Source: an optimization exercise on an open RTL-to-GDS flow (aim: small area). Production flows keep margins and buffers that such runs may drop.
The RTL was checked by simulation tests, not by an equivalence proof against the original design. No driver is modelled on the clock port, so clocking that relies on it looks cheaper here than on a real chip.

==> flow/design.v <==
package rv_pkg;
  localparam int OPC_LSB = 0;
  localparam int OPC_MSB = 6;
  localparam int RD_LSB  = 7;
  localparam int RD_MSB  = 11;
  localparam int FN3_LSB = 12;
  localparam int FN3_MSB = 14;
  localparam int RS1_LSB = 15;
  localparam int RS1_MSB = 19;
  localparam int RS2_LSB = 20;
  localparam int RS2_MSB = 24;
  localparam int FN7_LSB = 25;
  localparam int FN7_MSB = 31;
  localparam logic [1:0] OPC_LOW = 2'b11;
endpackage
module rv_dec5 (
  input  logic [4:0]  a,
  output logic [31:0] s
);
  for (genvar i = 0; i < 32; i++) begin : g_s
    assign s[i] = (a == 5'(i));
  end
endmodule
module rv_ao222n (
  input  logic [2:0] s,
  input  logic [2:0] d,
  output logic       yn
);
  assign yn = !((s[0] && d[0]) || (s[1] && d[1]) || (s[2] && d[2]));
endmodule
module rv_a2n (
  input  logic s,
  input  logic d,
  output logic yn
);
  assign yn = !(s && d);
endmodule
module rv_selN #(
  parameter int N = 32
) (
  input  logic [N-1:0] s,
  input  logic [N-1:0] d,
  output logic         y
);
  localparam int G = N / 3;
  localparam int R = N - 3 * G;
  localparam int T = G + R;
  logic [T-1:0] tn;
  for (genvar g = 0; g < G; g++) begin : g_g
    rv_ao222n u_ao (.s(s[3*g +: 3]), .d(d[3*g +: 3]), .yn(tn[g]));
  end
  for (genvar r = 0; r < R; r++) begin : g_r
    rv_a2n u_a (.s(s[3*G + r]), .d(d[3*G + r]), .yn(tn[G + r]));
  end
  assign y = !(&tn);
endmodule
module rv_rdport #(
  parameter int N = 32,
  parameter int W = 32
) (
  input  logic [N-1:0]   s,
  input  logic [N*W-1:0] d,
  output logic [W-1:0]   y
);
  for (genvar b = 0; b < W; b++) begin : g_b
    logic [N-1:0] col;
    for (genvar i = 0; i < N; i++) begin : g_i
      assign col[i] = d[i*W + b];
    end
    rv_selN #(.N(N)) u_sel (.s(s), .d(col), .y(y[b]));
  end
endmodule
module rv_regfile
#(
  parameter int XLEN = 32,
  parameter int NREG = 32
) (
  input  logic            clk,
  input  logic            reset,
  input  logic            wb_en,
  input  logic [4:0]      wb_addr,
  input  logic [XLEN-1:0] wb_data,
  input  logic [4:0]      rs1,
  input  logic [4:0]      rs2,
  output logic [XLEN-1:0] rdata1,
  output logic [XLEN-1:0] rdata2
);
  logic [(NREG-1)*XLEN-1:0] flat;    
  logic [XLEN-1:0]          wdata;
  logic [31:0]              s1;
  logic [31:0]              s2;
  assign wdata = reset ? '0 : wb_data;
  for (genvar i = 1; i < NREG; i++) begin : g_reg
    logic [XLEN-1:0] r;
    always_ff @(posedge clk) begin
      if (reset || (wb_en && wb_addr == 5'(i))) r <= wdata;
    end
    assign flat[(i-1)*XLEN +: XLEN] = r;
  end
  rv_dec5 u_dec1 (.a(rs1), .s(s1));
  rv_dec5 u_dec2 (.a(rs2), .s(s2));
  rv_rdport #(.N(NREG-1), .W(XLEN)) u_rd1 (.s(s1[NREG-1:1]), .d(flat), .y(rdata1));
  rv_rdport #(.N(NREG-1), .W(XLEN)) u_rd2 (.s(s2[NREG-1:1]), .d(flat), .y(rdata2));
endmodule
module rv_fetch_decode
#(
  parameter  int XLEN       = 32,
  parameter  int IMEM_DEPTH = 32,
  parameter  int NREG       = 32,
  parameter  int RESET_PC   = 0,
  localparam int PC_W       = $clog2(IMEM_DEPTH)
) (
  input  logic            clk,
  input  logic            reset,
  input  logic            imem_we,
  input  logic [PC_W-1:0] imem_waddr,
  input  logic [31:0]     imem_wdata,
  input  logic            redirect_valid,
  input  logic [PC_W-1:0] redirect_pc,
  input  logic            wb_en,
  input  logic [4:0]      wb_addr,
  input  logic [XLEN-1:0] wb_data,
  output logic            out_valid,
  input  logic            out_ready,
  output logic [PC_W-1:0] out_pc,
  output logic [31:0]     out_instr,
  output logic [6:0]      out_opcode,
  output logic [4:0]      out_rd,
  output logic [2:0]      out_fn3,
  output logic [4:0]      out_rs1,
  output logic [4:0]      out_rs2,
  output logic [6:0]      out_fn7,
  output logic [XLEN-1:0] out_rdata1,
  output logic [XLEN-1:0] out_rdata2,
  output logic            out_illegal
);
  logic [IMEM_DEPTH*32-1:0] imem;    
  logic [IMEM_DEPTH-1:0]    psel;
  logic [PC_W-1:0] pc;
  logic [PC_W-1:0] npc;
  logic            warm;    
  logic [31:0]     w;       
  logic [31:0]     nw;      
  for (genvar i = 0; i < IMEM_DEPTH; i++) begin : g_imem
    always_ff @(posedge clk) begin
      if (imem_we && imem_waddr == PC_W'(i)) imem[i*32 +: 32] <= imem_wdata;
    end
  end
  always_comb begin
    if (reset)                        npc = PC_W'(RESET_PC);
    else if (redirect_valid)          npc = redirect_pc;
    else if (out_valid && out_ready)  npc = pc + PC_W'(1);
    else                              npc = pc;
  end
  always_ff @(posedge clk) begin
    pc <= npc;
    w  <= nw;
    if (reset || redirect_valid) begin
      warm      <= 1'b0;
      out_valid <= 1'b0;
    end else begin
      warm      <= 1'b1;
      out_valid <= warm;
    end
  end
  rv_dec5 u_pdec (.a(npc), .s(psel));
  rv_rdport #(.N(IMEM_DEPTH), .W(32)) u_ird (.s(psel), .d(imem), .y(nw));
  rv_regfile #(
    .XLEN (XLEN),
    .NREG (NREG)
  ) u_regfile (
    .clk     (clk),
    .reset   (reset),
    .wb_en   (wb_en),
    .wb_addr (wb_addr),
    .wb_data (wb_data),
    .rs1     (w[rv_pkg::RS1_MSB:rv_pkg::RS1_LSB]),
    .rs2     (w[rv_pkg::RS2_MSB:rv_pkg::RS2_LSB]),
    .rdata1  (out_rdata1),
    .rdata2  (out_rdata2)
  );
  assign out_pc      = pc;
  assign out_instr   = w;
  assign out_opcode  = w[rv_pkg::OPC_MSB:rv_pkg::OPC_LSB];
  assign out_rd      = w[rv_pkg::RD_MSB:rv_pkg::RD_LSB];
  assign out_fn3     = w[rv_pkg::FN3_MSB:rv_pkg::FN3_LSB];
  assign out_rs1     = w[rv_pkg::RS1_MSB:rv_pkg::RS1_LSB];
  assign out_rs2     = w[rv_pkg::RS2_MSB:rv_pkg::RS2_LSB];
  assign out_fn7     = w[rv_pkg::FN7_MSB:rv_pkg::FN7_LSB];
  assign out_illegal = w[1:0] != rv_pkg::OPC_LOW;
endmodule
==> flow/config.mk <==
export PLATFORM = sky130hd
export DESIGN_NAME = rv_fetch_decode
export DESIGN_NICKNAME = rv_fetch_decode
export VERILOG_FILES = /design/flow/design.v
export SDC_FILE = /design/flow/constraint.sdc
export NUM_CORES = 4
export LEC_CHECK = 0
export CAP_MARGIN = 20
export CORE_MARGIN = 2
export CORE_UTILIZATION = 60
export SLEW_MARGIN = 20
export SYNTH_HIERARCHICAL = 1
==> flow/constraint.sdc <==
create_clock -name core_clock -period 6.0 [get_ports {clk}]
set_input_delay 1.2000 -clock core_clock [delete_from_list [all_inputs] [get_ports {clk}]]
set_output_delay 1.2000 -clock core_clock [all_outputs]
set_load 0.01 [all_outputs]
standard.sh (not shown) runs the stock make flow with config.mk's settings and CLKGATE_MAP_FILE= SYNTH_SCRIPT=/design/flow/synth_recipe.tcl, a recipe that flattens the netlist after the stock synthesis.
==> flow/flow/run.sh <==
#!/bin/bash
# The standard layout (standard.sh, unchanged synthesis and steps), with two
# placement/CTS arguments changed: ports get the smallest buffer, and CTS uses
# larger sink clusters and no dummy loads. Each tool's output goes to its own
# log here; ORFS's per-step logs stay under orfs/logs.
set -euo pipefail
export BUFFER_PORTS_ARGS="-buffer_cell sky130_fd_sc_hd__buf_1"
export CTS_ARGS="-sink_clustering_enable -repair_clock_nets -sink_clustering_size 30 -sink_clustering_max_diameter 100 -dont_use_dummy_load"
bash standard.sh synth > synth.log 2>&1
bash standard.sh finish > layout.log 2>&1
The first run finished with timing, DRC and antenna clean.
Next try:
--- a/flow/flow/run.sh
+++ b/flow/flow/run.sh
@@ -6,5 +6,5 @@
 set -euo pipefail
 export BUFFER_PORTS_ARGS="-buffer_cell sky130_fd_sc_hd__buf_1"
-export CTS_ARGS="-sink_clustering_enable -repair_clock_nets -sink_clustering_size 30 -sink_clustering_max_diameter 100 -dont_use_dummy_load"
+export CTS_ARGS="-sink_clustering_enable -repair_clock_nets -sink_clustering_size 25 -sink_clustering_max_diameter 100 -dont_use_dummy_load"
 bash standard.sh synth > synth.log 2>&1
 bash standard.sh finish > layout.log 2>&1
Effect: Utilization rises by 0.26 points. Die area stays the same. Flip-flop and latch count is unchanged.

## port drivers added, routing unchanged
The results above use ideal ports. As a check the final layouts listed here were re-extracted and re-timed, cells and wires unchanged.
Step 1: set_driving_cell puts a clkbuf_16 on clk and a buf_2 on each other input, an assumption about the parent block.
Step 2 adds t to the input delays and takes it off the output delays; t is the mean of the earliest and latest rising clock arrival at the registers after step 1. Input paths then give back, and output paths get back, about the clock's delay inside the block.
a / b / c = ideal / step 1 / step 2; a / b = the first two.
run | t, ns | setup WS [ns] | worst setup path at the end | clock arrival spread, ns | worst data-port slew with drivers (ns)
the first run | 0.764 | 0.352 / 0.272 / 1.036 | register to output | 0.061 / 0.061 | 0.23
the second run | 0.797 | 0.335 / 0.249 / 1.047 | register to output | 0.051 / 0.051 | 0.24
After both steps every run listed still meets setup and hold.
